From an optimization exercise on the open Yosys and OpenROAD flow, aimed at small area, a short achievable clock period and few clock cycles per item; shortcuts taken in it are not production practice.
At most, simulation tests tie the RTL to the original design; equivalence was not proved.
The RTL of run 1 was laid out without a check of its function.

## flow/design.v (module list and top-level ports; edited modules follow where they fit)
// module cdd_pipe_ctrl: 25 lines
// module cdd_stage1: 1266 lines
// module cdd_stage2: 610 lines
// module cdd_final: 380 lines
// module cdd_clean: 40 lines
// module calendar_date_difference: 88 lines
module calendar_date_difference (
  input  logic                           clk_i,
  input  logic                           rst_ni,
  input  logic                           in_valid_i,
  output logic                           in_ready_o,
  input  logic [cdd_pkg::YEAR_W-1:0]     first_year_i,
  input  logic [cdd_pkg::MONTH_W-1:0]    first_month_i,
  input  logic [cdd_pkg::DAY_W-1:0]      first_day_i,
  input  logic [cdd_pkg::YEAR_W-1:0]     second_year_i,
  input  logic [cdd_pkg::MONTH_W-1:0]    second_month_i,
  input  logic [cdd_pkg::DAY_W-1:0]      second_day_i,
  output logic                           out_valid_o,
  input  logic                           out_ready_i,
  output logic [cdd_pkg::DIFF_W-1:0]     day_difference_o
);
  // ...
==> flow/flow/run.sh <==
#!/bin/bash
# Layout flow: the standard flow (standard.sh) with two changes:
# - the buffers that buffer_ports puts on every input and output port are
#   sky130_fd_sc_hd__buf_2 instead of the cell OpenROAD picks by default;
# - Yosys's synth skips its quick internal ABC pass (SYNTH_ARGS=-noabc), so
#   the full adders written in the RTL reach extract_fa as written; the
#   technology mapping ABC pass after it runs as usual.
set -euo pipefail
export BUFFER_PORTS_ARGS="-buffer_cell sky130_fd_sc_hd__buf_2"
export SYNTH_ARGS="-noabc"
bash standard.sh finish > standard_flow.log 2>&1
==> flow/standard.sh <==
#!/bin/bash
# synth_recipe.tcl (not shown) runs the flow's synth.tcl, then flattens the netlist and writes it again
# the make line also repeats each setting of config.mk as NAME=value (left out here)
make -C /OpenROAD-flow-scripts/flow DESIGN_CONFIG=/design/flow/config.mk WORK_HOME=/design/flow/orfs CLKGATE_MAP_FILE= SYNTH_SCRIPT=/design/flow/synth_recipe.tcl "${@:-finish}"
==> flow/config.mk <==
export PLATFORM = sky130hd
export DESIGN_NAME = calendar_date_difference
export DESIGN_NICKNAME = calendar_date_difference
export VERILOG_FILES = /design/flow/design.v
export SDC_FILE = /design/flow/constraint.sdc
export NUM_CORES = 4
export LEC_CHECK = 0
export CAP_MARGIN = 20
export CORE_MARGIN = 2
export CORE_UTILIZATION = 40
export SETUP_SLACK_MARGIN = 2.4
export SLEW_MARGIN = 20
==> flow/constraint.sdc <==
create_clock -name core_clock -period 7.0 [get_ports {clk_i}]
set_input_delay 1.4000 -clock core_clock [delete_from_list [all_inputs] [get_ports {clk_i}]]
set_output_delay 1.4000 -clock core_clock [all_outputs]
set_load 0.01 [all_outputs]
==> impl_metrics.json, run 1 <==
{
  "status": "no timing/DRC/antenna violations",
  "wl_met3_um": 751,
  "dr.max_layer_used": "met4",
  "dr_wl_met2_um": 10100,
  "regArea_um2": 2900,
  "slowest_stage": "a2111o_1",
  "largest_cell_class": "multi-input gates",
  "grt_pass1_wl_um": 37100,
  "seq_share": 0.237,
  "ys_warn_count": 4,
  "worst_slew_pin_slew_ns": 0.996,
  "path_cells": "buf_2, nor4_2, nor2_1, o31a_2, or2_4, nor2_2, ha_1, inv_2, fa_2, a21o_1, a21oi_2, o21bai_1, a2111o_1, a31o_1, a21oi_2, xnor2_1",
  "use_met2": 0.258,
  "clockBufferCount": 9,
  "synth_common_cells": "inv_1, fa_1, ha_1",
  "synth_ff_type": "edfxtp_1",
  "startpoint": "first_year_i[7]",
  "syn_inst": 1062,
  "hold_ws_ns": 0.468,
  "worst-path-buf-inv": 2,
  "hold_class": "reg2reg",
  "fmax_mhz": 224,
  "final_max_slew_viol_count": 0,
  "synth-edff-count": 95,
  "grt_usage": 0.160,
  "min_to": "u_ctrl.v2_q",
  "core_area_um2": 27700,
  "timing.final.crit_share": 0.637
}
==> module cdd_stage2, before the edit <==
module cdd_stage2 (
  input  logic [11:0] dt_i,
  input  logic [8:0]  ua_i,
  input  logic [8:0]  ub_i,
  input  logic [1:0]  ra_i,
  input  logic [1:0]  rb_i,
  input  logic [6:0]  ca_i,
  input  logic [6:0]  cb_i,
  input  logic        la_i,
  input  logic        ga_i,
  input  logic        lb_i,
  input  logic        gb_i,
  output logic [43:0] cs_o
);
  logic [5:0] kp;
  logic s2_s1;
  logic s2_c2;
  logic s2_s3;
  logic s2_c4;
  logic s2_s5;
  logic s2_c6;
  logic s2_s7;
  logic s2_c8;
  logic s2_s9;
  logic s2_c10;
  logic s2_s11;
  logic s2_c12;
  logic s2_s13;
  logic s2_c14;
  logic s2_s15;
  logic s2_c16;
  logic s2_s17;
  logic s2_c18;
  logic s2_s19;
  logic s2_c20;
  logic s2_s21;
  logic s2_c22;
  logic s2_s23;
  logic s2_c24;
  logic s2_s25;
  logic s2_c26;
  logic s2_s27;
  logic s2_c28;
  logic s2_s29;
  logic s2_c30;
  logic s2_s31;
  logic s2_c32;
  logic s2_s33;
  logic s2_c34;
  logic s2_s35;
  logic s2_c36;
  logic s2_s37;
  logic s2_c38;
  logic s2_s39;
  logic s2_c40;
  logic s2_s41;
  logic s2_c42;
  logic s2_s43;
  logic s2_c44;
  logic s2_s45;
  logic s2_c46;
  logic s2_s47;
  logic s2_c48;
  logic s2_s49;
  logic s2_c50;
  logic s2_s51;
  logic s2_c52;
  logic s2_s53;
  logic s2_c54;
  logic s2_s55;
  logic s2_c56;
  logic s2_s57;
  logic s2_c58;
  logic s2_s59;
  logic s2_c60;
  logic s2_s61;
  logic s2_c62;
  logic s2_s63;
  logic s2_c64;
  logic s2_s65;
  logic s2_c66;
  logic s2_i67;
  logic s2_s68;
  logic s2_c69;
  logic s2_s70;
  logic s2_c71;
  logic s2_s72;
  logic s2_c73;
  logic s2_s74;
  logic s2_c75;
  logic s2_s76;
  logic s2_c77;
  logic s2_s78;
  logic s2_c79;
  logic s2_s80;
  logic s2_c81;
  logic s2_i82;
  logic s2_s83;
  logic s2_c84;
  logic s2_s85;
  logic s2_c86;
  logic s2_s87;
  logic s2_c88;
  logic s2_s89;
  logic s2_c90;
  logic s2_s91;
  logic s2_c92;
  logic s2_s93;
  logic s2_c94;
  logic s2_s95;
  logic s2_c96;
  logic s2_c97;
  logic s2_s98;
  logic s2_c99;
  logic s2_s100;
  logic s2_c101;
  logic s2_s102;
  logic s2_c103;
  logic s2_c104;
  logic s2_s105;
  logic s2_c106;
  logic s2_s107;
  logic s2_c108;
  logic s2_s109;
  logic s2_c110;
  logic s2_s111;
  logic s2_c112;
  logic s2_s113;
  logic s2_c114;
  logic s2_s115;
  logic s2_c116;
  logic s2_s117;
  logic s2_c118;
  logic s2_s119;
  logic s2_c120;
  logic s2_s121;
  logic s2_c122;
  logic s2_s123;
  logic s2_c124;
  logic s2_s125;
  logic s2_c126;
  logic s2_s127;
  logic s2_c128;
  logic s2_s129;
  logic s2_c130;
  logic s2_s131;
  logic s2_c132;
  logic s2_s133;
  logic s2_c134;
  logic s2_s135;
  logic s2_c136;
  logic s2_s137;
  logic s2_c138;
  logic s2_s139;
  logic s2_c140;
  logic s2_c141;
  logic s2_s142;
  logic s2_c143;
  logic s2_i144;
  logic s2_s145;
  logic s2_c146;
  logic s2_i147;
  logic s2_s148;
  logic s2_c149;
  logic s2_s150;
  logic s2_c151;
  logic s2_s152;
  logic s2_c153;
  logic s2_i154;
  logic s2_s155;
  logic s2_c156;
  logic s2_s157;
  logic s2_c158;
  logic s2_s159;
  logic s2_c160;
  logic s2_s161;
  logic s2_c162;
  logic s2_i163;
  logic s2_s164;
  logic s2_c165;
  logic s2_s166;
  logic s2_c167;
  logic s2_i168;
  logic s2_s169;
  logic s2_c170;
  logic s2_s171;
  logic s2_c172;
  logic s2_s173;
  logic s2_c174;
  logic s2_s175;
  logic s2_c176;
  logic s2_s177;
  logic s2_c178;
  logic s2_s179;
  logic s2_c180;
  logic s2_s181;
  logic s2_c182;
  logic s2_s183;
  logic s2_c184;
  logic s2_s185;
  logic s2_c186;
  logic s2_s187;
  logic s2_c188;
  logic s2_s189;
  logic s2_c190;
  logic s2_c191;
  logic s2_s192;
  logic s2_c193;
  logic s2_s194;
  logic s2_c195;
  logic s2_s196;
  logic s2_c197;
  logic s2_s198;
  logic s2_c199;
  logic s2_c200;
  logic s2_s201;
  logic s2_c202;
  logic s2_s203;
  logic s2_c204;
  logic s2_s205;
  logic s2_c206;
  logic s2_s207;
  logic s2_c208;
  logic s2_s209;
  logic s2_c210;
  logic s2_s211;
  logic s2_c212;
  logic s2_i213;
  logic s2_s214;
  logic s2_c215;
  logic s2_i216;
  logic s2_s217;
  logic s2_c218;
  logic s2_s219;
  logic s2_c220;
  logic s2_s221;
  logic s2_c222;
  logic s2_s223;
  logic s2_c224;
  logic s2_s225;
  logic s2_c226;
  logic s2_s227;
  logic s2_c228;
  logic s2_s229;
  logic s2_c230;
  logic s2_s231;
  logic s2_c232;
  logic s2_s233;
  logic s2_c234;
  logic s2_s235;
  logic s2_c236;
  logic s2_s237;
  logic s2_c238;
  logic s2_i239;
  logic s2_s240;
  logic s2_c241;
  logic s2_s242;
  logic s2_c243;
  logic s2_s244;
  logic s2_c245;
  logic s2_s246;
  logic s2_c247;
  logic s2_s248;
  logic s2_c249;
  logic s2_s250;
  logic s2_c251;
  logic s2_c252;
  logic s2_s253;
  logic s2_c254;
  logic s2_i255;
  logic s2_s256;
  logic s2_c257;
  logic s2_i258;
  logic s2_s259;
  logic s2_c260;
  logic s2_i261;
  logic s2_s262;
  logic s2_c263;
  logic s2_s264;
  logic s2_c265;
  logic s2_s266;
  logic s2_c267;
  logic s2_s268;
  logic s2_c269;
  logic s2_s270;
  logic s2_c271;
  logic s2_s272;
  logic s2_c273;
  logic s2_s274;
  logic s2_c275;
  logic s2_s276;
  logic s2_c277;
  logic s2_i278;
  logic s2_s279;
  logic s2_c280;
  logic s2_s281;
  logic s2_c282;
  logic s2_s283;
  logic s2_c284;
  logic s2_s285;
  logic s2_c286;
  logic s2_s287;
  logic s2_c288;
  logic s2_s289;
  logic s2_c290;
  logic s2_c291;
  logic s2_s292;
  logic s2_c293;
  logic s2_s294;
  logic s2_c295;
  always_comb begin
    kp = 6'd32 - 6'(la_i) - (ga_i ? 6'd28 : 6'd0) + 6'(lb_i) + (gb_i ? 6'd28 : 6'd0);
  end
  assign s2_s1 = dt_i[3] ^ dt_i[1];
  assign s2_c2 = dt_i[3] & dt_i[1];
  assign s2_s3 = dt_i[4] ^ dt_i[2];
  assign s2_c4 = dt_i[4] & dt_i[2];
  assign s2_s5 = dt_i[0] ^ ra_i[0] ^ rb_i[0];
  assign s2_c6 = (dt_i[0] & ra_i[0]) | (dt_i[0] & rb_i[0]) | (ra_i[0] & rb_i[0]);
  assign s2_s7 = dt_i[1] ^ ra_i[1] ^ rb_i[1];
  assign s2_c8 = (dt_i[1] & ra_i[1]) | (dt_i[1] & rb_i[1]) | (ra_i[1] & rb_i[1]);
  assign s2_s9 = ua_i[1] ^ ub_i[1];
  assign s2_c10 = ua_i[1] & ub_i[1];
  assign s2_s11 = dt_i[2] ^ dt_i[0] ^ ra_i[0];
  assign s2_c12 = (dt_i[2] & dt_i[0]) | (dt_i[2] & ra_i[0]) | (dt_i[0] & ra_i[0]);
  assign s2_s13 = rb_i[0] ^ ua_i[2] ^ ub_i[2];
  assign s2_c14 = (rb_i[0] & ua_i[2]) | (rb_i[0] & ub_i[2]) | (ua_i[2] & ub_i[2]);
  assign s2_s15 = ra_i[0] ^ ra_i[1] ^ rb_i[0];
  assign s2_c16 = (ra_i[0] & ra_i[1]) | (ra_i[0] & rb_i[0]) | (ra_i[1] & rb_i[0]);
  assign s2_s17 = rb_i[1] ^ ua_i[3] ^ ub_i[3];
  assign s2_c18 = (rb_i[1] & ua_i[3]) | (rb_i[1] & ub_i[3]) | (ua_i[3] & ub_i[3]);
  assign s2_s19 = ca_i[3] ^ cb_i[3] ^ kp[3];
  assign s2_c20 = (ca_i[3] & cb_i[3]) | (ca_i[3] & kp[3]) | (cb_i[3] & kp[3]);
  assign s2_s21 = dt_i[0] ^ ra_i[1] ^ rb_i[1];
  assign s2_c22 = (dt_i[0] & ra_i[1]) | (dt_i[0] & rb_i[1]) | (ra_i[1] & rb_i[1]);
  assign s2_s23 = ua_i[4] ^ ub_i[4] ^ ca_i[4];
  assign s2_c24 = (ua_i[4] & ub_i[4]) | (ua_i[4] & ca_i[4]) | (ub_i[4] & ca_i[4]);
  assign s2_s25 = ca_i[6] ^ cb_i[6];
  assign s2_c26 = ca_i[6] & cb_i[6];
  assign s2_s27 = cb_i[4] ^ kp[4];
  assign s2_c28 = cb_i[4] & kp[4];
  assign s2_s29 = dt_i[5] ^ dt_i[3] ^ dt_i[1];
  assign s2_c30 = (dt_i[5] & dt_i[3]) | (dt_i[5] & dt_i[1]) | (dt_i[3] & dt_i[1]);
  assign s2_s31 = dt_i[0] ^ ra_i[0] ^ rb_i[0];
  assign s2_c32 = (dt_i[0] & ra_i[0]) | (dt_i[0] & rb_i[0]) | (ra_i[0] & rb_i[0]);
  assign s2_s33 = ua_i[5] ^ ub_i[5] ^ ca_i[5];
  assign s2_c34 = (ua_i[5] & ub_i[5]) | (ua_i[5] & ca_i[5]) | (ub_i[5] & ca_i[5]);
  assign s2_s35 = cb_i[5] ^ kp[5] ^ s2_c4;
  assign s2_c36 = (cb_i[5] & kp[5]) | (cb_i[5] & s2_c4) | (kp[5] & s2_c4);
  assign s2_s37 = dt_i[6] ^ dt_i[4] ^ dt_i[2];
  assign s2_c38 = (dt_i[6] & dt_i[4]) | (dt_i[6] & dt_i[2]) | (dt_i[4] & dt_i[2]);
  assign s2_s39 = dt_i[1] ^ ra_i[0] ^ ra_i[1];
  assign s2_c40 = (dt_i[1] & ra_i[0]) | (dt_i[1] & ra_i[1]) | (ra_i[0] & ra_i[1]);
  assign s2_s41 = rb_i[0] ^ rb_i[1] ^ ua_i[6];
  assign s2_c42 = (rb_i[0] & rb_i[1]) | (rb_i[0] & ua_i[6]) | (rb_i[1] & ua_i[6]);
  assign s2_s43 = ub_i[6] ^ ca_i[6] ^ cb_i[6];
  assign s2_c44 = (ub_i[6] & ca_i[6]) | (ub_i[6] & cb_i[6]) | (ca_i[6] & cb_i[6]);
  assign s2_s45 = dt_i[7] ^ dt_i[5] ^ dt_i[3];
  assign s2_c46 = (dt_i[7] & dt_i[5]) | (dt_i[7] & dt_i[3]) | (dt_i[5] & dt_i[3]);
  assign s2_s47 = dt_i[2] ^ dt_i[0] ^ ra_i[1];
  assign s2_c48 = (dt_i[2] & dt_i[0]) | (dt_i[2] & ra_i[1]) | (dt_i[0] & ra_i[1]);
  assign s2_s49 = rb_i[1] ^ ua_i[7];
  assign s2_c50 = rb_i[1] & ua_i[7];
  assign s2_s51 = dt_i[8] ^ dt_i[6] ^ dt_i[4];
  assign s2_c52 = (dt_i[8] & dt_i[6]) | (dt_i[8] & dt_i[4]) | (dt_i[6] & dt_i[4]);
  assign s2_s53 = dt_i[3] ^ dt_i[1] ^ dt_i[0];
  assign s2_c54 = (dt_i[3] & dt_i[1]) | (dt_i[3] & dt_i[0]) | (dt_i[1] & dt_i[0]);
  assign s2_s55 = dt_i[9] ^ dt_i[7];
  assign s2_c56 = dt_i[9] & dt_i[7];
  assign s2_s57 = ua_i[0] ^ ub_i[0] ^ ca_i[0];
  assign s2_c58 = (ua_i[0] & ub_i[0]) | (ua_i[0] & ca_i[0]) | (ub_i[0] & ca_i[0]);
  assign s2_s59 = ca_i[1] ^ cb_i[1] ^ kp[1];
  assign s2_c60 = (ca_i[1] & cb_i[1]) | (ca_i[1] & kp[1]) | (cb_i[1] & kp[1]);
  assign s2_s61 = ca_i[3] ^ cb_i[3];
  assign s2_c62 = ca_i[3] & cb_i[3];
  assign s2_s63 = s2_s9 ^ s2_c6;
  assign s2_c64 = s2_s9 & s2_c6;
  assign s2_s65 = ca_i[2] ^ cb_i[2] ^ kp[2];
  assign s2_c66 = (ca_i[2] & cb_i[2]) | (ca_i[2] & kp[2]) | (cb_i[2] & kp[2]);
  assign s2_i67 = ~s2_c10;
  assign s2_s68 = ca_i[4] ^ cb_i[4] ^ s2_i67;
  assign s2_c69 = (ca_i[4] & cb_i[4]) | (ca_i[4] & s2_i67) | (cb_i[4] & s2_i67);
  assign s2_s70 = s2_c8 ^ s2_s11 ^ s2_s13;
  assign s2_c71 = (s2_c8 & s2_s11) | (s2_c8 & s2_s13) | (s2_s11 & s2_s13);
  assign s2_s72 = ca_i[5] ^ cb_i[5];
  assign s2_c73 = ca_i[5] & cb_i[5];
  assign s2_s74 = s2_s1 ^ s2_c12 ^ s2_c14;
  assign s2_c75 = (s2_s1 & s2_c12) | (s2_s1 & s2_c14) | (s2_c12 & s2_c14);
  assign s2_s76 = s2_s15 ^ s2_s17 ^ s2_s19;
  assign s2_c77 = (s2_s15 & s2_s17) | (s2_s15 & s2_s19) | (s2_s17 & s2_s19);
  assign s2_s78 = s2_c2 ^ s2_s27 ^ s2_s3;
  assign s2_c79 = (s2_c2 & s2_s27) | (s2_c2 & s2_s3) | (s2_s27 & s2_s3);
  assign s2_s80 = s2_c16 ^ s2_c18 ^ s2_c20;
  assign s2_c81 = (s2_c16 & s2_c18) | (s2_c16 & s2_c20) | (s2_c18 & s2_c20);
  assign s2_i82 = ~s2_s25;
  assign s2_s83 = s2_i82 ^ s2_s21 ^ s2_s23;
  assign s2_c84 = (s2_i82 & s2_s21) | (s2_i82 & s2_s23) | (s2_s21 & s2_s23);
  assign s2_s85 = s2_c28 ^ s2_c26;
  assign s2_c86 = s2_c28 | ~s2_c26;
  assign s2_s87 = s2_c22 ^ s2_c24 ^ s2_s29;
  assign s2_c88 = (s2_c22 & s2_c24) | (s2_c22 & s2_s29) | (s2_c24 & s2_s29);
  assign s2_s89 = s2_s31 ^ s2_s33 ^ s2_s35;
  assign s2_c90 = (s2_s31 & s2_s33) | (s2_s31 & s2_s35) | (s2_s33 & s2_s35);
  assign s2_s91 = s2_c30 ^ s2_c32 ^ s2_c34;
  assign s2_c92 = (s2_c30 & s2_c32) | (s2_c30 & s2_c34) | (s2_c32 & s2_c34);
  assign s2_s93 = s2_s37 ^ s2_s39 ^ s2_s41;
  assign s2_c94 = (s2_s37 & s2_s39) | (s2_s37 & s2_s41) | (s2_s39 & s2_s41);
  assign s2_s95 = s2_s43 ^ s2_c36;
  assign s2_c96 = s2_s43 & s2_c36;
  assign s2_c97 = s2_s95 | s2_c96;
  assign s2_s98 = ub_i[7] ^ s2_s49 ^ s2_c38;
  assign s2_c99 = (ub_i[7] & s2_s49) | (ub_i[7] & s2_c38) | (s2_s49 & s2_c38);
  assign s2_s100 = s2_c40 ^ s2_c42 ^ s2_c44;
  assign s2_c101 = (s2_c40 & s2_c42) | (s2_c40 & s2_c44) | (s2_c42 & s2_c44);
  assign s2_s102 = s2_s45 ^ s2_s47;
  assign s2_c103 = s2_s45 & s2_s47;
  assign s2_c104 = s2_s102 | s2_c103;
  assign s2_s105 = ra_i[0] ^ rb_i[0] ^ ua_i[8];
  assign s2_c106 = (ra_i[0] & rb_i[0]) | (ra_i[0] & ua_i[8]) | (rb_i[0] & ua_i[8]);
  assign s2_s107 = ub_i[8] ^ s2_c50 ^ s2_c46;
  assign s2_c108 = (ub_i[8] & s2_c50) | (ub_i[8] & s2_c46) | (s2_c50 & s2_c46);
  assign s2_s109 = s2_c48 ^ s2_s51 ^ s2_s53;
  assign s2_c110 = (s2_c48 & s2_s51) | (s2_c48 & s2_s53) | (s2_s51 & s2_s53);
  assign s2_s111 = dt_i[5] ^ dt_i[4] ^ dt_i[2];
  assign s2_c112 = (dt_i[5] & dt_i[4]) | (dt_i[5] & dt_i[2]) | (dt_i[4] & dt_i[2]);
  assign s2_s113 = dt_i[1] ^ ra_i[1] ^ rb_i[1];
  assign s2_c114 = (dt_i[1] & ra_i[1]) | (dt_i[1] & rb_i[1]) | (ra_i[1] & rb_i[1]);
  assign s2_s115 = s2_s55 ^ s2_c52 ^ s2_c54;
  assign s2_c116 = (s2_s55 & s2_c52) | (s2_s55 & s2_c54) | (s2_c52 & s2_c54);
  assign s2_s117 = dt_i[10] ^ dt_i[8] ^ dt_i[6];
  assign s2_c118 = (dt_i[10] & dt_i[8]) | (dt_i[10] & dt_i[6]) | (dt_i[8] & dt_i[6]);
  assign s2_s119 = dt_i[5] ^ dt_i[3] ^ dt_i[2];
  assign s2_c120 = (dt_i[5] & dt_i[3]) | (dt_i[5] & dt_i[2]) | (dt_i[3] & dt_i[2]);
  assign s2_s121 = dt_i[0] ^ s2_c56;
  assign s2_c122 = dt_i[0] & s2_c56;
  assign s2_s123 = dt_i[11] ^ dt_i[9] ^ dt_i[7];
  assign s2_c124 = (dt_i[11] & dt_i[9]) | (dt_i[11] & dt_i[7]) | (dt_i[9] & dt_i[7]);
  assign s2_s125 = dt_i[6] ^ dt_i[4] ^ dt_i[3];
  assign s2_c126 = (dt_i[6] & dt_i[4]) | (dt_i[6] & dt_i[3]) | (dt_i[4] & dt_i[3]);
  assign s2_s127 = dt_i[10] ^ dt_i[8] ^ dt_i[7];
  assign s2_c128 = (dt_i[10] & dt_i[8]) | (dt_i[10] & dt_i[7]) | (dt_i[8] & dt_i[7]);
  assign s2_s129 = dt_i[5] ^ dt_i[4];
  assign s2_c130 = dt_i[5] & dt_i[4];
  assign s2_s131 = dt_i[11] ^ dt_i[9] ^ dt_i[8];
  assign s2_c132 = (dt_i[11] & dt_i[9]) | (dt_i[11] & dt_i[8]) | (dt_i[9] & dt_i[8]);
  assign s2_s133 = dt_i[10] ^ dt_i[9];
  assign s2_c134 = dt_i[10] & dt_i[9];
  assign s2_s135 = ca_i[2] ^ cb_i[0] ^ kp[0];
  assign s2_c136 = (ca_i[2] & cb_i[0]) | (ca_i[2] & kp[0]) | (cb_i[0] & kp[0]);
  assign s2_s137 = s2_c58 ^ s2_s59 ^ s2_s7;
  assign s2_c138 = (s2_c58 & s2_s59) | (s2_c58 & s2_s7) | (s2_s59 & s2_s7);
  assign s2_s139 = ca_i[2] ^ s2_s61;
  assign s2_c140 = ca_i[2] & s2_s61;
  assign s2_c141 = s2_s139 | s2_c140;
  assign s2_s142 = s2_c60 ^ s2_s65 ^ s2_c64;
  assign s2_c143 = (s2_c60 & s2_s65) | (s2_c60 & s2_c64) | (s2_s65 & s2_c64);
  assign s2_i144 = ~s2_s70;
  assign s2_s145 = s2_c62 ^ s2_s68 ^ s2_i144;
  assign s2_c146 = (s2_c62 & s2_s68) | (s2_c62 & s2_i144) | (s2_s68 & s2_i144);
  assign s2_i147 = ~s2_c66;
  assign s2_s148 = s2_s72 ^ s2_i147 ^ s2_c69;
  assign s2_c149 = (s2_s72 & s2_i147) | (s2_s72 & s2_c69) | (s2_i147 & s2_c69);
  assign s2_s150 = s2_c71 ^ s2_s74 ^ s2_s76;
  assign s2_c151 = (s2_c71 & s2_s74) | (s2_c71 & s2_s76) | (s2_s74 & s2_s76);
  assign s2_s152 = s2_s78 ^ s2_c75 ^ s2_c77;
  assign s2_c153 = (s2_s78 & s2_c75) | (s2_s78 & s2_c77) | (s2_c75 & s2_c77);
  assign s2_i154 = ~s2_c73;
  assign s2_s155 = s2_i154 ^ s2_s80 ^ s2_s83;
  assign s2_c156 = (s2_i154 & s2_s80) | (s2_i154 & s2_s83) | (s2_s80 & s2_s83);
  assign s2_s157 = s2_s85 ^ s2_c79 ^ s2_c81;
  assign s2_c158 = (s2_s85 & s2_c79) | (s2_s85 & s2_c81) | (s2_c79 & s2_c81);
  assign s2_s159 = s2_c84 ^ s2_s87 ^ s2_s89;
  assign s2_c160 = (s2_c84 & s2_s87) | (s2_c84 & s2_s89) | (s2_s87 & s2_s89);
  assign s2_s161 = s2_c86 ^ s2_c88 ^ s2_s91;
  assign s2_c162 = (s2_c86 & s2_c88) | (s2_c86 & s2_s91) | (s2_c88 & s2_s91);
  assign s2_i163 = ~s2_s95;
  assign s2_s164 = s2_i163 ^ s2_s93 ^ s2_c90;
  assign s2_c165 = (s2_i163 & s2_s93) | (s2_i163 & s2_c90) | (s2_s93 & s2_c90);
  assign s2_s166 = s2_c92 ^ s2_c94 ^ s2_s98;
  assign s2_c167 = (s2_c92 & s2_c94) | (s2_c92 & s2_s98) | (s2_c94 & s2_s98);
  assign s2_i168 = ~s2_s102;
  assign s2_s169 = s2_i168 ^ s2_s100 ^ s2_c97;
  assign s2_c170 = (s2_i168 & s2_s100) | (s2_i168 & s2_c97) | (s2_s100 & s2_c97);
  assign s2_s171 = s2_s105 ^ s2_c99 ^ s2_c101;
  assign s2_c172 = (s2_s105 & s2_c99) | (s2_s105 & s2_c101) | (s2_c99 & s2_c101);
  assign s2_s173 = s2_s107 ^ s2_c104 ^ s2_s109;
  assign s2_c174 = (s2_s107 & s2_c104) | (s2_s107 & s2_s109) | (s2_c104 & s2_s109);
  assign s2_s175 = s2_c106 ^ s2_s111 ^ s2_s113;
  assign s2_c176 = (s2_c106 & s2_s111) | (s2_c106 & s2_s113) | (s2_s111 & s2_s113);
  assign s2_s177 = s2_c108 ^ s2_c110 ^ s2_s115;
  assign s2_c178 = (s2_c108 & s2_c110) | (s2_c108 & s2_s115) | (s2_c110 & s2_s115);
  assign s2_s179 = s2_c112 ^ s2_c114 ^ s2_s117;
  assign s2_c180 = (s2_c112 & s2_c114) | (s2_c112 & s2_s117) | (s2_c114 & s2_s117);
  assign s2_s181 = s2_s119 ^ s2_s121 ^ s2_c116;
  assign s2_c182 = (s2_s119 & s2_s121) | (s2_s119 & s2_c116) | (s2_s121 & s2_c116);
  assign s2_s183 = dt_i[1] ^ s2_c122 ^ s2_c118;
  assign s2_c184 = (dt_i[1] & s2_c122) | (dt_i[1] & s2_c118) | (s2_c122 & s2_c118);
  assign s2_s185 = s2_c120 ^ s2_s123 ^ s2_s125;
  assign s2_c186 = (s2_c120 & s2_s123) | (s2_c120 & s2_s125) | (s2_s123 & s2_s125);
  assign s2_s187 = dt_i[2] ^ s2_s129 ^ s2_c124;
  assign s2_c188 = (dt_i[2] & s2_s129) | (dt_i[2] & s2_c124) | (s2_s129 & s2_c124);
  assign s2_s189 = s2_c126 ^ s2_s127;
  assign s2_c190 = s2_c126 & s2_s127;
  assign s2_c191 = s2_s189 | s2_c190;
  assign s2_s192 = dt_i[6] ^ dt_i[5] ^ dt_i[3];
  assign s2_c193 = (dt_i[6] & dt_i[5]) | (dt_i[6] & dt_i[3]) | (dt_i[5] & dt_i[3]);
  assign s2_s194 = s2_c130 ^ s2_c128 ^ s2_s131;
  assign s2_c195 = (s2_c130 & s2_c128) | (s2_c130 & s2_s131) | (s2_c128 & s2_s131);
  assign s2_s196 = dt_i[7] ^ dt_i[6] ^ dt_i[4];
  assign s2_c197 = (dt_i[7] & dt_i[6]) | (dt_i[7] & dt_i[4]) | (dt_i[6] & dt_i[4]);
  assign s2_s198 = s2_s133 ^ s2_c132;
  assign s2_c199 = s2_s133 & s2_c132;
  assign s2_c200 = s2_s198 | s2_c199;
  assign s2_s201 = dt_i[11] ^ dt_i[10] ^ dt_i[8];
  assign s2_c202 = (dt_i[11] & dt_i[10]) | (dt_i[11] & dt_i[8]) | (dt_i[10] & dt_i[8]);
  assign s2_s203 = dt_i[7] ^ dt_i[5] ^ s2_c134;
  assign s2_c204 = (dt_i[7] & dt_i[5]) | (dt_i[7] & s2_c134) | (dt_i[5] & s2_c134);
  assign s2_s205 = dt_i[11] ^ dt_i[9] ^ dt_i[8];
  assign s2_c206 = (dt_i[11] & dt_i[9]) | (dt_i[11] & dt_i[8]) | (dt_i[9] & dt_i[8]);
  assign s2_s207 = dt_i[10] ^ dt_i[9];
  assign s2_c208 = dt_i[10] & dt_i[9];
  assign s2_s209 = s2_s135 ^ s2_s57;
  assign s2_c210 = s2_s135 & s2_s57;
  assign s2_s211 = s2_c136 ^ s2_s139 ^ s2_s63;
  assign s2_c212 = (s2_c136 & s2_s139) | (s2_c136 & s2_s63) | (s2_s139 & s2_s63);
  assign s2_i213 = ~s2_c141;
  assign s2_s214 = s2_i213 ^ s2_c138 ^ s2_s142;
  assign s2_c215 = (s2_i213 & s2_c138) | (s2_i213 & s2_s142) | (s2_c138 & s2_s142);
  assign s2_i216 = ~s2_c143;
  assign s2_s217 = s2_i216 ^ s2_s148 ^ s2_c146;
  assign s2_c218 = (s2_i216 & s2_s148) | (s2_i216 & s2_c146) | (s2_s148 & s2_c146);
  assign s2_s219 = s2_c151 ^ s2_s152 ^ s2_s155;
  assign s2_c220 = (s2_c151 & s2_s152) | (s2_c151 & s2_s155) | (s2_s152 & s2_s155);
  assign s2_s221 = s2_c153 ^ s2_s157 ^ s2_c156;
  assign s2_c222 = (s2_c153 & s2_s157) | (s2_c153 & s2_c156) | (s2_s157 & s2_c156);
  assign s2_s223 = s2_c158 ^ s2_s161 ^ s2_c160;
  assign s2_c224 = (s2_c158 & s2_s161) | (s2_c158 & s2_c160) | (s2_s161 & s2_c160);
  assign s2_s225 = s2_c162 ^ s2_s166 ^ s2_c165;
  assign s2_c226 = (s2_c162 & s2_s166) | (s2_c162 & s2_c165) | (s2_s166 & s2_c165);
  assign s2_s227 = s2_c167 ^ s2_s171 ^ s2_c170;
  assign s2_c228 = (s2_c167 & s2_s171) | (s2_c167 & s2_c170) | (s2_s171 & s2_c170);
  assign s2_s229 = s2_s175 ^ s2_c172 ^ s2_c174;
  assign s2_c230 = (s2_s175 & s2_c172) | (s2_s175 & s2_c174) | (s2_c172 & s2_c174);
  assign s2_s231 = s2_c176 ^ s2_s179 ^ s2_c178;
  assign s2_c232 = (s2_c176 & s2_s179) | (s2_c176 & s2_c178) | (s2_s179 & s2_c178);
  assign s2_s233 = s2_c180 ^ s2_s183 ^ s2_s185;
  assign s2_c234 = (s2_c180 & s2_s183) | (s2_c180 & s2_s185) | (s2_s183 & s2_s185);
  assign s2_s235 = s2_c184 ^ s2_c186 ^ s2_s187;
  assign s2_c236 = (s2_c184 & s2_c186) | (s2_c184 & s2_s187) | (s2_c186 & s2_s187);
  assign s2_s237 = s2_s192 ^ s2_c188 ^ s2_c191;
  assign s2_c238 = (s2_s192 & s2_c188) | (s2_s192 & s2_c191) | (s2_c188 & s2_c191);
  assign s2_i239 = ~s2_s198;
  assign s2_s240 = s2_c193 ^ s2_s196 ^ s2_i239;
  assign s2_c241 = (s2_c193 & s2_s196) | (s2_c193 & s2_i239) | (s2_s196 & s2_i239);
  assign s2_s242 = s2_c197 ^ s2_s201 ^ s2_s203;
  assign s2_c243 = (s2_c197 & s2_s201) | (s2_c197 & s2_s203) | (s2_s201 & s2_s203);
  assign s2_s244 = dt_i[6] ^ s2_c202 ^ s2_s205;
  assign s2_c245 = (dt_i[6] & s2_c202) | (dt_i[6] & s2_s205) | (s2_c202 & s2_s205);
  assign s2_s246 = dt_i[7] ^ s2_s207 ^ s2_c206;
  assign s2_c247 = (dt_i[7] & s2_s207) | (dt_i[7] & s2_c206) | (s2_s207 & s2_c206);
  assign s2_s248 = dt_i[11] ^ dt_i[10] ^ dt_i[8];
  assign s2_c249 = (dt_i[11] & dt_i[10]) | (dt_i[11] & dt_i[8]) | (dt_i[10] & dt_i[8]);
  assign s2_s250 = s2_s5 ^ cb_i[2];
  assign s2_c251 = s2_s5 & cb_i[2];
  assign s2_c252 = s2_s5 ^ s2_c251;
  assign s2_s253 = s2_c210 ^ s2_s137 ^ s2_s211;
  assign s2_c254 = (s2_c210 & s2_s137) | (s2_c210 & s2_s211) | (s2_s137 & s2_s211);
  assign s2_i255 = ~s2_s145;
  assign s2_s256 = s2_c212 ^ s2_i255 ^ s2_s214;
  assign s2_c257 = (s2_c212 & s2_i255) | (s2_c212 & s2_s214) | (s2_i255 & s2_s214);
  assign s2_i258 = ~s2_s217;
  assign s2_s259 = s2_s150 ^ s2_c215 ^ s2_i258;
  assign s2_c260 = (s2_s150 & s2_c215) | (s2_s150 & s2_i258) | (s2_c215 & s2_i258);
  assign s2_i261 = ~s2_s219;
  assign s2_s262 = s2_c149 ^ s2_c218 ^ s2_i261;
  assign s2_c263 = (s2_c149 & s2_c218) | (s2_c149 & s2_i261) | (s2_c218 & s2_i261);
  assign s2_s264 = s2_s159 ^ s2_c220 ^ s2_s221;
  assign s2_c265 = (s2_s159 & s2_c220) | (s2_s159 & s2_s221) | (s2_c220 & s2_s221);
  assign s2_s266 = s2_s164 ^ s2_c222 ^ s2_s223;
  assign s2_c267 = (s2_s164 & s2_c222) | (s2_s164 & s2_s223) | (s2_c222 & s2_s223);
  assign s2_s268 = s2_s169 ^ s2_c224 ^ s2_s225;
  assign s2_c269 = (s2_s169 & s2_c224) | (s2_s169 & s2_s225) | (s2_c224 & s2_s225);
  assign s2_s270 = s2_s173 ^ s2_c226 ^ s2_s227;
  assign s2_c271 = (s2_s173 & s2_c226) | (s2_s173 & s2_s227) | (s2_c226 & s2_s227);
  assign s2_s272 = s2_s177 ^ s2_c228 ^ s2_s229;
  assign s2_c273 = (s2_s177 & s2_c228) | (s2_s177 & s2_s229) | (s2_c228 & s2_s229);
  assign s2_s274 = s2_s181 ^ s2_c230 ^ s2_s231;
  assign s2_c275 = (s2_s181 & s2_c230) | (s2_s181 & s2_s231) | (s2_c230 & s2_s231);
  assign s2_s276 = s2_c182 ^ s2_s233 ^ s2_c232;
  assign s2_c277 = (s2_c182 & s2_s233) | (s2_c182 & s2_c232) | (s2_s233 & s2_c232);
  assign s2_i278 = ~s2_s189;
  assign s2_s279 = s2_i278 ^ s2_c234 ^ s2_s235;
  assign s2_c280 = (s2_i278 & s2_c234) | (s2_i278 & s2_s235) | (s2_c234 & s2_s235);
  assign s2_s281 = s2_s194 ^ s2_c236 ^ s2_s237;
  assign s2_c282 = (s2_s194 & s2_c236) | (s2_s194 & s2_s237) | (s2_c236 & s2_s237);
  assign s2_s283 = s2_c195 ^ s2_s240 ^ s2_c238;
  assign s2_c284 = (s2_c195 & s2_s240) | (s2_c195 & s2_c238) | (s2_s240 & s2_c238);
  assign s2_s285 = s2_c200 ^ s2_c241 ^ s2_s242;
  assign s2_c286 = (s2_c200 & s2_c241) | (s2_c200 & s2_s242) | (s2_c241 & s2_s242);
  assign s2_s287 = s2_c204 ^ s2_s244 ^ s2_c243;
  assign s2_c288 = (s2_c204 & s2_s244) | (s2_c204 & s2_c243) | (s2_s244 & s2_c243);
  assign s2_s289 = s2_c245 ^ s2_s246;
  assign s2_c290 = s2_c245 & s2_s246;
  assign s2_c291 = s2_s289 | s2_c290;
  assign s2_s292 = s2_c208 ^ s2_s248 ^ s2_c247;
  assign s2_c293 = (s2_c208 & s2_s248) | (s2_c208 & s2_c247) | (s2_s248 & s2_c247);
  assign s2_s294 = dt_i[11] ^ dt_i[9] ^ s2_c249;
  assign s2_c295 = (dt_i[11] & dt_i[9]) | (dt_i[11] & s2_c249) | (dt_i[9] & s2_c249);
  assign cs_o = {dt_i[11], dt_i[10], dt_i[10], s2_c295, s2_s294, s2_c293, s2_s292, s2_c291, s2_s289, s2_c288, s2_s287, s2_c286, s2_s285, s2_c284, s2_s283, s2_c282, s2_s281, s2_c280, s2_s279, s2_c277, s2_s276, s2_c275, s2_s274, s2_c273, s2_s272, s2_c271, s2_s270, s2_c269, s2_s268, s2_c267, s2_s266, s2_c265, s2_s264, s2_c263, s2_s262, s2_c260, s2_s259, s2_c257, s2_s256, s2_c254, s2_s253, s2_c252, s2_s209, s2_s250};
endmodule
==> run 2, diff against run 1 <==
--- a/flow/design.v
+++ b/flow/design.v
@@ -1308,5 +1308,6 @@
   input  logic        lb_i,
   input  logic        gb_i,
-  output logic [43:0] cs_o
+  output logic [43:0] cs_o,
+  output logic        sg_o
 );
   logic [5:0] kp;
@@ -1606,4 +1607,16 @@
   logic s2_s294;
   logic s2_c295;
+  logic        dt_zero, y_lt, y_eq, e_le, same_le;
+  logic [8:0]  ea, eb;
+  always_comb begin
+    dt_zero = dt_i[11] && (dt_i[10:0] == 11'd0);
+    y_lt    = !dt_i[11] || (dt_zero && ((!ra_i[1] && !rb_i[1]) || ((!ra_i[1] || !rb_i[1]) && (!ra_i[0] && !rb_i[0]))));
+    y_eq    = dt_zero && (ra_i[0] != rb_i[0]) && (ra_i[1] != rb_i[1]);
+    ea      = ga_i ? 9'd32 : ua_i;
+    eb      = gb_i ? 9'd32 : ~ub_i;
+    e_le    = !(((!eb[8] && ea[8]) || ((!eb[8] || ea[8]) && ((!eb[7] && ea[7]) || ((!eb[7] || ea[7]) && ((!eb[6] && ea[6]) || ((!eb[6] || ea[6]) && ((!eb[5] && ea[5]) || ((!eb[5] || ea[5]) && ((!eb[4] && ea[4]) || ((!eb[4] || ea[4]) && ((!eb[3] && ea[3]) || ((!eb[3] || ea[3]) && ((!eb[2] && ea[2]) || ((!eb[2] || ea[2]) && ((!eb[1] && ea[1]) || ((!eb[1] || ea[1]) && (!eb[0] && ea[0]))))))))))))))))));
+    same_le = (la_i && !lb_i) || (e_le && (la_i || !lb_i));
+    sg_o    = y_lt || (y_eq && same_le);
+  end
   always_comb begin
     kp = 6'd32 - 6'(la_i) - (ga_i ? 6'd28 : 6'd0) + 6'(lb_i) + (gb_i ? 6'd28 : 6'd0);
@@ -1908,4 +1921,5 @@
 module cdd_final (
   input  logic [43:0] cs_i,
+  input  logic        sg_i,
   output logic [21:0] diff_o
 );
@@ -2002,99 +2016,76 @@
   logic s3_p91;
   logic s3_g92;
-  logic s3_g93;
-  logic s3_p94;
-  logic s3_g95;
-  logic s3_p96;
-  logic s3_g97;
-  logic s3_p98;
-  logic s3_g99;
-  logic s3_p100;
-  logic s3_g101;
-  logic s3_p102;
-  logic s3_g103;
-  logic s3_p104;
-  logic s3_g105;
-  logic s3_p106;
-  logic s3_g107;
-  logic s3_p108;
-  logic s3_g109;
-  logic s3_p110;
-  logic s3_g111;
-  logic s3_p112;
-  logic s3_g113;
-  logic s3_p114;
-  logic s3_g115;
-  logic s3_p116;
-  logic s3_g117;
-  logic s3_p118;
-  logic s3_g119;
-  logic s3_p120;
-  logic s3_g121;
-  logic s3_p122;
-  logic s3_g123;
-  logic s3_p124;
-  logic s3_g125;
-  logic s3_p126;
-  logic s3_g127;
-  logic s3_p128;
-  logic s3_g129;
-  logic s3_p130;
-  logic s3_g131;
-  logic s3_p132;
-  logic s3_g133;
-  logic s3_p134;
-  logic s3_g135;
-  logic s3_p136;
-  logic s3_g137;
-  logic s3_p138;
-  logic s3_g139;
-  logic s3_p140;
-  logic s3_g141;
-  logic s3_p142;
-  logic s3_g143;
-  logic s3_p144;
-  logic s3_r145;
-  logic s3_k146;
-  logic s3_r147;
-  logic s3_k148;
-  logic s3_r149;
-  logic s3_k150;
-  logic s3_r151;
-  logic s3_k152;
-  logic s3_r153;
-  logic s3_k154;
-  logic s3_r155;
-  logic s3_k156;
-  logic s3_r157;
-  logic s3_k158;
-  logic s3_r159;
-  logic s3_k160;
-  logic s3_r161;
-  logic s3_k162;
-  logic s3_r163;
-  logic s3_k164;
-  logic s3_r165;
-  logic s3_k166;
-  logic s3_r167;
-  logic s3_k168;
-  logic s3_r169;
-  logic s3_k170;
-  logic s3_r171;
-  logic s3_k172;
-  logic s3_r173;
-  logic s3_k174;
-  logic s3_r175;
-  logic s3_k176;
-  logic s3_r177;
-  logic s3_k178;
-  logic s3_r179;
-  logic s3_k180;
-  logic s3_r181;
-  logic s3_k182;
-  logic s3_r183;
-  logic s3_k184;
-  logic s3_r185;
-  logic s3_k186;
-  logic s3_r187;
+  logic s3_p93;
+  logic s3_g94;
+  logic s3_p95;
+  logic s3_g96;
+  logic s3_p97;
+  logic s3_g98;
+  logic s3_p99;
+  logic s3_g100;
+  logic s3_p101;
+  logic s3_g102;
+  logic s3_p103;
+  logic s3_g104;
+  logic s3_p105;
+  logic s3_g106;
+  logic s3_p107;
+  logic s3_g108;
+  logic s3_p109;
+  logic s3_g110;
+  logic s3_p111;
+  logic s3_g112;
+  logic s3_p113;
+  logic s3_g114;
+  logic s3_p115;
+  logic s3_g116;
+  logic s3_p117;
+  logic s3_g118;
+  logic s3_p119;
+  logic s3_g120;
+  logic s3_p121;
+  logic s3_r122;
+  logic s3_k123;
+  logic s3_r124;
+  logic s3_k125;
+  logic s3_r126;
+  logic s3_k127;
+  logic s3_r128;
+  logic s3_k129;
+  logic s3_r130;
+  logic s3_k131;
+  logic s3_r132;
+  logic s3_k133;
+  logic s3_r134;
+  logic s3_k135;
+  logic s3_r136;
+  logic s3_k137;
+  logic s3_r138;
+  logic s3_k139;
+  logic s3_r140;
+  logic s3_k141;
+  logic s3_r142;
+  logic s3_k143;
+  logic s3_r144;
+  logic s3_k145;
+  logic s3_r146;
+  logic s3_k147;
+  logic s3_r148;
+  logic s3_k149;
+  logic s3_r150;
+  logic s3_k151;
+  logic s3_r152;
+  logic s3_k153;
+  logic s3_r154;
+  logic s3_k155;
+  logic s3_r156;
+  logic s3_k157;
+  logic s3_r158;
+  logic s3_k159;
+  logic s3_r160;
+  logic s3_k161;
+  logic s3_r162;
+  logic s3_k163;
+  logic s3_r164;
   assign s3_s1 = cs_i[1] ^ cs_i[0];
   assign s3_c2 = cs_i[1] & cs_i[0];
@@ -2168,121 +2159,98 @@
   assign s3_g70 = s3_c49 | (s3_s48 & s3_c47);
   assign s3_p71 = s3_s48 & ~s3_s45;
-  assign s3_g72 = s3_c7 | (s3_s6 & s3_g50);
-  assign s3_p73 = s3_s6 & s3_p51;
-  assign s3_g74 = s3_g52 | (s3_p53 & s3_g50);
-  assign s3_p75 = s3_p53 & s3_p51;
-  assign s3_g76 = s3_c17 | (s3_s16 & s3_g54);
-  assign s3_p77 = s3_s16 & s3_p55;
-  assign s3_g78 = s3_g56 | (s3_p57 & s3_g54);
-  assign s3_p79 = s3_p57 & s3_p55;
-  assign s3_g80 = s3_c25 | (s3_s24 & s3_g58);
-  assign s3_p81 = s3_s24 & s3_p59;
-  assign s3_g82 = s3_g60 | (s3_p61 & s3_g58);
-  assign s3_p83 = s3_p61 & s3_p59;
-  assign s3_g84 = s3_c33 | (s3_s32 & s3_g62);
-  assign s3_p85 = s3_s32 & s3_p63;
-  assign s3_g86 = s3_g64 | (s3_p65 & s3_g62);
-  assign s3_p87 = s3_p65 & s3_p63;
-  assign s3_g88 = s3_c42 | (s3_s41 & s3_g66);
-  assign s3_p89 = s3_s41 & s3_p67;
-  assign s3_g90 = s3_g68 | (s3_p69 & s3_g66);
-  assign s3_p91 = s3_p69 & s3_p67;
-  assign s3_g92 = 1'b1 & s3_g70;
-  assign s3_g93 = s3_c12 | (~s3_s10 & s3_g74);
-  assign s3_p94 = ~s3_s10 & s3_p75;
-  assign s3_g95 = s3_g54 | (s3_p55 & s3_g74);
-  assign s3_p96 = s3_p55 & s3_p75;
-  assign s3_g97 = s3_g76 | (s3_p77 & s3_g74);
-  assign s3_p98 = s3_p77 & s3_p75;
-  assign s3_g99 = s3_g78 | (s3_p79 & s3_g74);
-  assign s3_p100 = s3_p79 & s3_p75;
-  assign s3_g101 = s3_c29 | (s3_s28 & s3_g82);
-  assign s3_p102 = s3_s28 & s3_p83;
-  assign s3_g103 = s3_g62 | (s3_p63 & s3_g82);
-  assign s3_p104 = s3_p63 & s3_p83;
-  assign s3_g105 = s3_g84 | (s3_p85 & s3_g82);
-  assign s3_p106 = s3_p85 & s3_p83;
-  assign s3_g107 = s3_g86 | (s3_p87 & s3_g82);
-  assign s3_p108 = s3_p87 & s3_p83;
-  assign s3_g109 = s3_c47 | (~s3_s45 & s3_g90);
-  assign s3_p110 = ~s3_s45 & s3_p91;
-  assign s3_g111 = s3_g70 | (s3_p71 & s3_g90);
-  assign s3_p112 = s3_p71 & s3_p91;
-  assign s3_g113 = s3_g92 | (s3_p71 & s3_g90);
-  assign s3_p114 = s3_p71 & s3_p91;
-  assign s3_g115 = s3_c21 | (s3_s20 & s3_g99);
-  assign s3_p116 = s3_s20 & s3_p100;
-  assign s3_g117 = s3_g58 | (s3_p59 & s3_g99);
-  assign s3_p118 = s3_p59 & s3_p100;
-  assign s3_g119 = s3_g80 | (s3_p81 & s3_g99);
-  assign s3_p120 = s3_p81 & s3_p100;
-  assign s3_g121 = s3_g82 | (s3_p83 & s3_g99);
-  assign s3_p122 = s3_p83 & s3_p100;
-  assign s3_g123 = s3_g101 | (s3_p102 & s3_g99);
-  assign s3_p124 = s3_p102 & s3_p100;
-  assign s3_g125 = s3_g103 | (s3_p104 & s3_g99);
-  assign s3_p126 = s3_p104 & s3_p100;
-  assign s3_g127 = s3_g105 | (s3_p106 & s3_g99);
-  assign s3_p128 = s3_p106 & s3_p100;
-  assign s3_g129 = s3_g107 | (s3_p108 & s3_g99);
-  assign s3_p130 = s3_p108 & s3_p100;
-  assign s3_g131 = s3_c37 | (s3_s36 & s3_g129);
-  assign s3_p132 = s3_s36 & s3_p130;
-  assign s3_g133 = s3_g66 | (s3_p67 & s3_g129);
-  assign s3_p134 = s3_p67 & s3_p130;
-  assign s3_g135 = s3_g88 | (s3_p89 & s3_g129);
-  assign s3_p136 = s3_p89 & s3_p130;
-  assign s3_g137 = s3_g90 | (s3_p91 & s3_g129);
-  assign s3_p138 = s3_p91 & s3_p130;
-  assign s3_g139 = s3_g109 | (s3_p110 & s3_g129);
-  assign s3_p140 = s3_p110 & s3_p130;
-  assign s3_g141 = s3_g111 | (s3_p112 & s3_g129);
-  assign s3_p142 = s3_p112 & s3_p130;
-  assign s3_g143 = s3_g113 | (s3_p114 & s3_g129);
-  assign s3_p144 = s3_p114 & s3_p130;
-  assign s3_r145 = ~s3_s1 ^ s3_g141 ^ ~s3_g141;
-  assign s3_k146 = s3_c3 | (~s3_s1 & s3_g141);
-  assign s3_r147 = s3_s4 ^ s3_k146 ^ ~s3_g141;
-  assign s3_k148 = s3_g50 | (s3_p51 & s3_g141);
-  assign s3_r149 = s3_s6 ^ s3_k148 ^ ~s3_g141;
-  assign s3_k150 = s3_g72 | (s3_p73 & s3_g141);
-  assign s3_r151 = s3_s8 ^ s3_k150 ^ ~s3_g141;
-  assign s3_k152 = s3_g74 | (s3_p75 & s3_g141);
-  assign s3_r153 = ~s3_s10 ^ s3_k152 ^ ~s3_g141;
-  assign s3_k154 = s3_g93 | (s3_p94 & s3_g141);
-  assign s3_r155 = ~s3_s13 ^ s3_k154 ^ ~s3_g141;
-  assign s3_k156 = s3_g95 | (s3_p96 & s3_g141);
-  assign s3_r157 = s3_s16 ^ s3_k156 ^ ~s3_g141;
-  assign s3_k158 = s3_g97 | (s3_p98 & s3_g141);
-  assign s3_r159 = s3_s18 ^ s3_k158 ^ ~s3_g141;
-  assign s3_k160 = s3_g99 | (s3_p100 & s3_g141);
-  assign s3_r161 = s3_s20 ^ s3_k160 ^ ~s3_g141;
-  assign s3_k162 = s3_g115 | (s3_p116 & s3_g141);
-  assign s3_r163 = s3_s22 ^ s3_k162 ^ ~s3_g141;
-  assign s3_k164 = s3_g117 | (s3_p118 & s3_g141);
-  assign s3_r165 = s3_s24 ^ s3_k164 ^ ~s3_g141;
-  assign s3_k166 = s3_g119 | (s3_p120 & s3_g141);
-  assign s3_r167 = s3_s26 ^ s3_k166 ^ ~s3_g141;
-  assign s3_k168 = s3_g121 | (s3_p122 & s3_g141);
-  assign s3_r169 = s3_s28 ^ s3_k168 ^ ~s3_g141;
-  assign s3_k170 = s3_g123 | (s3_p124 & s3_g141);
-  assign s3_r171 = s3_s30 ^ s3_k170 ^ ~s3_g141;
-  assign s3_k172 = s3_g125 | (s3_p126 & s3_g141);
-  assign s3_r173 = s3_s32 ^ s3_k172 ^ ~s3_g141;
-  assign s3_k174 = s3_g127 | (s3_p128 & s3_g141);
-  assign s3_r175 = s3_s34 ^ s3_k174 ^ ~s3_g141;
-  assign s3_k176 = s3_g129 | (s3_p130 & s3_g141);
-  assign s3_r177 = s3_s36 ^ s3_k176 ^ ~s3_g141;
-  assign s3_k178 = s3_g131 | (s3_p132 & s3_g141);
-  assign s3_r179 = ~s3_s38 ^ s3_k178 ^ ~s3_g141;
-  assign s3_k180 = s3_g133 | (s3_p134 & s3_g141);
-  assign s3_r181 = s3_s41 ^ s3_k180 ^ ~s3_g141;
-  assign s3_k182 = s3_g135 | (s3_p136 & s3_g141);
-  assign s3_r183 = s3_s43 ^ s3_k182 ^ ~s3_g141;
-  assign s3_k184 = s3_g137 | (s3_p138 & s3_g141);
-  assign s3_r185 = ~s3_s45 ^ s3_k184 ^ ~s3_g141;
-  assign s3_k186 = s3_g139 | (s3_p140 & s3_g141);
-  assign s3_r187 = s3_s48 ^ s3_k186 ^ ~s3_g141;
-  assign diff_o = {s3_r187, s3_r185, s3_r183, s3_r181, s3_r179, s3_r177, s3_r175, s3_r173, s3_r171, s3_r169, s3_r167, s3_r165, s3_r163, s3_r161, s3_r159, s3_r157, s3_r155, s3_r153, s3_r151, s3_r149, s3_r147, s3_r145};
+  assign s3_g72 = s3_g52 | (s3_p53 & s3_g50);
+  assign s3_p73 = s3_p53 & s3_p51;
+  assign s3_g74 = s3_g56 | (s3_p57 & s3_g54);
+  assign s3_p75 = s3_p57 & s3_p55;
+  assign s3_g76 = s3_g60 | (s3_p61 & s3_g58);
+  assign s3_p77 = s3_p61 & s3_p59;
+  assign s3_g78 = s3_g64 | (s3_p65 & s3_g62);
+  assign s3_p79 = s3_p65 & s3_p63;
+  assign s3_g80 = s3_g68 | (s3_p69 & s3_g66);
+  assign s3_p81 = s3_p69 & s3_p67;
+  assign s3_g82 = s3_g74 | (s3_p75 & s3_g72);
+  assign s3_p83 = s3_p75 & s3_p73;
+  assign s3_g84 = s3_g78 | (s3_p79 & s3_g76);
+  assign s3_p85 = s3_p79 & s3_p77;
+  assign s3_g86 = s3_g84 | (s3_p85 & s3_g82);
+  assign s3_p87 = s3_p85 & s3_p83;
+  assign s3_g88 = s3_g76 | (s3_p77 & s3_g82);
+  assign s3_p89 = s3_p77 & s3_p83;
+  assign s3_g90 = s3_g80 | (s3_p81 & s3_g86);
+  assign s3_p91 = s3_p81 & s3_p87;
+  assign s3_g92 = s3_g54 | (s3_p55 & s3_g72);
+  assign s3_p93 = s3_p55 & s3_p73;
+  assign s3_g94 = s3_g58 | (s3_p59 & s3_g82);
+  assign s3_p95 = s3_p59 & s3_p83;
+  assign s3_g96 = s3_g62 | (s3_p63 & s3_g88);
+  assign s3_p97 = s3_p63 & s3_p89;
+  assign s3_g98 = s3_g66 | (s3_p67 & s3_g86);
+  assign s3_p99 = s3_p67 & s3_p87;
+  assign s3_g100 = s3_g70 | (s3_p71 & s3_g90);
+  assign s3_p101 = s3_p71 & s3_p91;
+  assign s3_g102 = s3_c7 | (s3_s6 & s3_g50);
+  assign s3_p103 = s3_s6 & s3_p51;
+  assign s3_g104 = s3_c12 | (~s3_s10 & s3_g72);
+  assign s3_p105 = ~s3_s10 & s3_p73;
+  assign s3_g106 = s3_c17 | (s3_s16 & s3_g92);
+  assign s3_p107 = s3_s16 & s3_p93;
+  assign s3_g108 = s3_c21 | (s3_s20 & s3_g82);
+  assign s3_p109 = s3_s20 & s3_p83;
+  assign s3_g110 = s3_c25 | (s3_s24 & s3_g94);
+  assign s3_p111 = s3_s24 & s3_p95;
+  assign s3_g112 = s3_c29 | (s3_s28 & s3_g88);
+  assign s3_p113 = s3_s28 & s3_p89;
+  assign s3_g114 = s3_c33 | (s3_s32 & s3_g96);
+  assign s3_p115 = s3_s32 & s3_p97;
+  assign s3_g116 = s3_c37 | (s3_s36 & s3_g86);
+  assign s3_p117 = s3_s36 & s3_p87;
+  assign s3_g118 = s3_c42 | (s3_s41 & s3_g98);
+  assign s3_p119 = s3_s41 & s3_p99;
+  assign s3_g120 = s3_c47 | (~s3_s45 & s3_g90);
+  assign s3_p121 = ~s3_s45 & s3_p91;
+  assign s3_r122 = ~s3_s1 ^ ~sg_i ^ sg_i;
+  assign s3_k123 = s3_c3 | (~s3_s1 & ~sg_i);
+  assign s3_r124 = s3_s4 ^ s3_k123 ^ sg_i;
+  assign s3_k125 = s3_g50 | (s3_p51 & ~sg_i);
+  assign s3_r126 = s3_s6 ^ s3_k125 ^ sg_i;
+  assign s3_k127 = s3_g102 | (s3_p103 & ~sg_i);
+  assign s3_r128 = s3_s8 ^ s3_k127 ^ sg_i;
+  assign s3_k129 = s3_g72 | (s3_p73 & ~sg_i);
+  assign s3_r130 = ~s3_s10 ^ s3_k129 ^ sg_i;
+  assign s3_k131 = s3_g104 | (s3_p105 & ~sg_i);
+  assign s3_r132 = ~s3_s13 ^ s3_k131 ^ sg_i;
+  assign s3_k133 = s3_g92 | (s3_p93 & ~sg_i);
+  assign s3_r134 = s3_s16 ^ s3_k133 ^ sg_i;
+  assign s3_k135 = s3_g106 | (s3_p107 & ~sg_i);
+  assign s3_r136 = s3_s18 ^ s3_k135 ^ sg_i;
+  assign s3_k137 = s3_g82 | (s3_p83 & ~sg_i);
+  assign s3_r138 = s3_s20 ^ s3_k137 ^ sg_i;
+  assign s3_k139 = s3_g108 | (s3_p109 & ~sg_i);
+  assign s3_r140 = s3_s22 ^ s3_k139 ^ sg_i;
+  assign s3_k141 = s3_g94 | (s3_p95 & ~sg_i);
+  assign s3_r142 = s3_s24 ^ s3_k141 ^ sg_i;
+  assign s3_k143 = s3_g110 | (s3_p111 & ~sg_i);
+  assign s3_r144 = s3_s26 ^ s3_k143 ^ sg_i;
+  assign s3_k145 = s3_g88 | (s3_p89 & ~sg_i);
+  assign s3_r146 = s3_s28 ^ s3_k145 ^ sg_i;
+  assign s3_k147 = s3_g112 | (s3_p113 & ~sg_i);
+  assign s3_r148 = s3_s30 ^ s3_k147 ^ sg_i;
+  assign s3_k149 = s3_g96 | (s3_p97 & ~sg_i);
+  assign s3_r150 = s3_s32 ^ s3_k149 ^ sg_i;
+  assign s3_k151 = s3_g114 | (s3_p115 & ~sg_i);
+  assign s3_r152 = s3_s34 ^ s3_k151 ^ sg_i;
+  assign s3_k153 = s3_g86 | (s3_p87 & ~sg_i);
+  assign s3_r154 = s3_s36 ^ s3_k153 ^ sg_i;
+  assign s3_k155 = s3_g116 | (s3_p117 & ~sg_i);
+  assign s3_r156 = ~s3_s38 ^ s3_k155 ^ sg_i;
+  assign s3_k157 = s3_g98 | (s3_p99 & ~sg_i);
+  assign s3_r158 = s3_s41 ^ s3_k157 ^ sg_i;
+  assign s3_k159 = s3_g118 | (s3_p119 & ~sg_i);
+  assign s3_r160 = s3_s43 ^ s3_k159 ^ sg_i;
+  assign s3_k161 = s3_g90 | (s3_p91 & ~sg_i);
+  assign s3_r162 = ~s3_s45 ^ s3_k161 ^ sg_i;
+  assign s3_k163 = s3_g120 | (s3_p121 & ~sg_i);
+  assign s3_r164 = s3_s48 ^ s3_k163 ^ sg_i;
+  assign diff_o = {s3_r164, s3_r162, s3_r160, s3_r158, s3_r156, s3_r154, s3_r152, s3_r150, s3_r148, s3_r146, s3_r144, s3_r142, s3_r140, s3_r138, s3_r136, s3_r134, s3_r132, s3_r130, s3_r128, s3_r126, s3_r124, s3_r122};
 endmodule
 module cdd_clean (
@@ -2348,4 +2316,5 @@
   logic        la_d, la_q, ga_d, ga_q, lb_d, lb_q, gb_d, gb_q;
   logic [43:0] cs_d, cs_q;
+  logic        sg_d, sg_q;
   cdd_pipe_ctrl u_ctrl (
     .clk_i       (clk_i),
@@ -2404,11 +2373,16 @@
     .lb_i (lb_q),
     .gb_i (gb_q),
-    .cs_o (cs_d)
+    .cs_o (cs_d),
+    .sg_o (sg_d)
   );
   always_ff @(posedge clk_i) begin
-    if (adv2) cs_q <= cs_d;
+    if (adv2) begin
+      cs_q <= cs_d;
+      sg_q <= sg_d;
+    end
   end
   cdd_final u_final (
     .cs_i   (cs_q),
+    .sg_i   (sg_q),
     .diff_o (day_difference_o)
   );
==> flow/flow/run.sh (replaced) <==
#!/bin/bash
# Layout flow: the standard flow (standard.sh) with two changes:
# - the buffers that buffer_ports puts on every input and output port are
#   sky130_fd_sc_hd__buf_1 instead of the cell OpenROAD picks by default;
# - Yosys's synth skips its quick internal ABC pass (SYNTH_ARGS=-noabc), so
#   the full adders written in the RTL reach extract_fa as written; the
#   technology mapping ABC pass after it runs as usual.
set -euo pipefail
export BUFFER_PORTS_ARGS="-buffer_cell sky130_fd_sc_hd__buf_1"
export SYNTH_ARGS="-noabc"
bash standard.sh finish > standard_flow.log 2>&1
==> run 2 against run 1 <==
  * Register-to-register slack worse by 0.08 ns
  * Flip-flop and latch count is 1 higher
  * Synthesized area is 0.34% higher
  * Hold slack better by 0.0046 ns
  * Synthesized cell count is 1.6% higher
  * Critical path depth is 4 lower
==> impl_metrics.json, run 2 <==
{
  "dpl.hpwl_um": 18700,
  "final_common_cell": "inv_1",
  "drive_above_1_share": 0.0388,
  "yosysMostFrequentCell": "inv_1",
  "hold_ws_ns": 0.472,
  "path_common_cell": "fa_1",
  "hold_class": "reg2reg",
  "antenna_found_initial": 0,
  "worst_slew_pin_slew_ns": 0.687,
  "synth_top_cell_by_area": "edfxtp_1",
  "rows": 61,
  "period_minus_slack_ns": 4.44,
  "grt_max_degree": 54,
  "vias": 7341,
  "place.gp.congestion": 0.883,
  "finalWirelength_um": 21900,
  "ant_nets": 0,
  "cts_root_buf": "clkbuf_16",
  "die_h_um": 172,
  "fmax_mhz": 225,
  "drc_errors": 0,
  "hold_violations": 0,
  "multi_input_area_um2": 7340,
  "syn_to_final_growth_pct": 8.13,
  "syn_area_um2": 11200,
  "start_util": 0.406,
  "stdcell_count": 1513,
  "syn_inst": 1079,
  "grt_pass1_wl_um": 36000,
  "ys_warn_count": 4,
  "insertion_delay_ns": 0.35,
  "cts_sinks": 98,
  "clk_pin_slew_ns": 0.07,
  "synth_top_area_frac": 0.257,
  "synth-seq-cells": 98,
  "worstPathArrival_ns": 4.55,
  "core_area_um2": 27700,
  "numCtsBuffers": 9,
  "path_delay_family": "adder cells",
  "first_global_vias": 7288,
  "cp-end-kind": "register",
  "clock_skew_ns": 0.00933,
  "seq_area_frac_synth": 0.261,
  "largest_reg_flops": 43,
  "synth_nets": 1395,
  "ios": 74,
  "path_cells": "ha_1, ha_1, inv_1, fa_1, fa_1, fa_1, inv_1, fa_1, inv_1, fa_1, fa_1, inv_1",
  "gr-total-overflow": 0,
  "synthTopCellsByArea": "edfxtp_1, fa_1, ha_1, inv_1, xnor2_1",
  "final_nets": 1446,
  "placed_cells": 1495,
  "cp.required_ns": 7.11,
  "status": "no timing/DRC/antenna violations",
  "fillers": 2643,
  "antennaDiodeCount": 0,
  "viasPerCell": 4.85,
  "top_register": "cs_q",
  "worst-path-buf-inv": 4,
  "die_area_um2": 29400,
  "async_flop_share": 0.0204,
  "layout_common_cells": "inv_1, fa_1, ha_1",
  "h-tree-depth": 3,
  "tns_ns": 0,
  "synth_common_cells": "inv_1, fa_1, ha_1",
  "first_pass_iters": 4,
  "setup_violations": 0,
  "maxCapViolCount": 0,
  "rsz0062_at_grt": "yes",
  "die_width_um": 172,
  "crit_type": "reg2reg",
  "wire_per_inst_um": 14.5,
  "yosysUniqueCellTypes": 65,
  "clockBufferDepth": 2,
  "avgSynthCellArea_um2": 10.4,
  "path_max_fanout": 3,
  "timing.final.crit_share": 0.634,
  "io_buffers": 73,
  "synth_ff_type": "edfxtp_1",
  "slew_headroom": 0.542,
  "dp_slack_ns": 1.96,
  "finalWorstSetupSlack_ns": 2.56,
  "synth-edff-count": 96,
  "slowest_delay_ns": 0.57,
  "worstSetupStartpointType": "register",
  "final_max_slew_viol_count": 0,
  "tritoncts": "yes",
  "drt-initial-drc-count": 326,
  "cts_hold_buf": 0,
  "grt_usage": 0.156,
  "regArea_um2": 2930,
  "slowest_stage": "fa_1",
  "largest_registers": "cs_q (43), dt_q (12)"
}
[run 2: cell count changes after synthesis, sizes merged, moves of 6 or more]
cell	before	now
inv	197	209
ha	124	130
a21o	22	14
o21ai	40	28
nand2	32	40
a31oi	10	4
xnor2	42	50
o21bai	13	7
xor2	20	31
mux2i	21	4
[run 2: final cells by class]
cell class              count  share of cell area
flip-flops and latches     98               0.241
well taps                 378              0.0389
repair buffers             79              0.0266
inverters                 209              0.0646
clock inverters             6             0.00474
clock buffers              10              0.0197
multi-input cells         733               0.604
[run 2: path summary, 6_finish.rpt]
path | startpoint | endpoint | slack (ns) | cells past startpoint
setup / recovery | gb_q | cs_q[9] | 2.56 | 12
hold / removal | u_ctrl.v1_q | u_ctrl.v2_q | 0.47 | 1
setup reg to reg | gb_q | cs_q[9] | 2.56 | 12
hold reg to reg | u_ctrl.v1_q | u_ctrl.v2_q | 0.47 | 1
max in group asynchronous | rst_ni | u_ctrl.v1_q | 6.05 | 1
min in group asynchronous | rst_ni | u_ctrl.v2_q | 0.82 | 1
[run 2: repair_timing]
action                                  in CTS  in global routing
buffers inserted                             1                  1
resized for setup                            2                  9
endpoints found under the setup margin       3                  8
[run 2: cells by family (layout without fill, tap and decap cells)]
logic type | after synthesis | in the layout | share of synthesized area
adders and majority gates | 267 | 267 | 0.388
buffers and inverters | 248 | 304 | 0.0903
xor gates and xnor gates | 81 | 81 | 0.0631
AOI/OAI and AO/OA | 178 | 178 | 0.104
DFF | 98 | 98 | 0.261
and+or+nand+nor | 203 | 203 | 0.0894
muxes | 4 | 4 | 0.00356
[run 2: per-stage QoR]
step	utilization	cell area, µm²
finish	0.438	12100
global route	0.438	12100
CTS	0.437	12100
detailed placement	0.425	11800
global placement	0.425	11800
floorplan	-	11200
[run 2: routing by layer]
| layer | routed length (µm) | vias to the layer above | track usage | share of wire |
|---|---|---|---|---|
| met4 | 405 | 0 | 0.0450 | 0.018 |
| met1 | 10800 | 3518 | 0.218 | 0.49 |
| met3 | 668 | 21 | 0.0177 | 0.030 |
| met5 | 0 | - | 0 | 0 |
| met2 | 10000 | 105 | 0.256 | 0.46 |
| li1 | - | 3697 | - | - |
Testbench counts of run 2, summed over its fixed seeds: cycles 24,016, items 24,000.

==> port drivers added, routing unchanged <==
How much do the figures lean on ideal ports? The routed layouts below were timed once more, with nothing changed but the port constraints. Step 1 assumes that a clkbuf_16 drives the clock port and a buf_2 every other input. Step 2 times the ports against the registers' clock, not the clock port: input delays grow and output delays shrink by t, the midpoint of the rising clock arrivals with the driver on. a / b / c = ideal / step 1 / step 2; a / b = the first two.
| run | t, ns | setup slack, ns | worst setup path at the end | worst slew at a driven data input, ns | pins driven straight from the clock port |
|---|---|---|---|---|---|
| run 1 | 0.390 | 2.543 / 2.570 / 2.180 | input to register | 0.04 | 1 |
| run 2 | 0.381 | 2.559 / 2.559 / 2.249 | input to register | 0.03 | 1 |
After both steps every run listed still meets setup and hold. The setup slack of run 1, which loses most, moves by +0.027 ns with the drivers and by -0.363 ns with both steps.
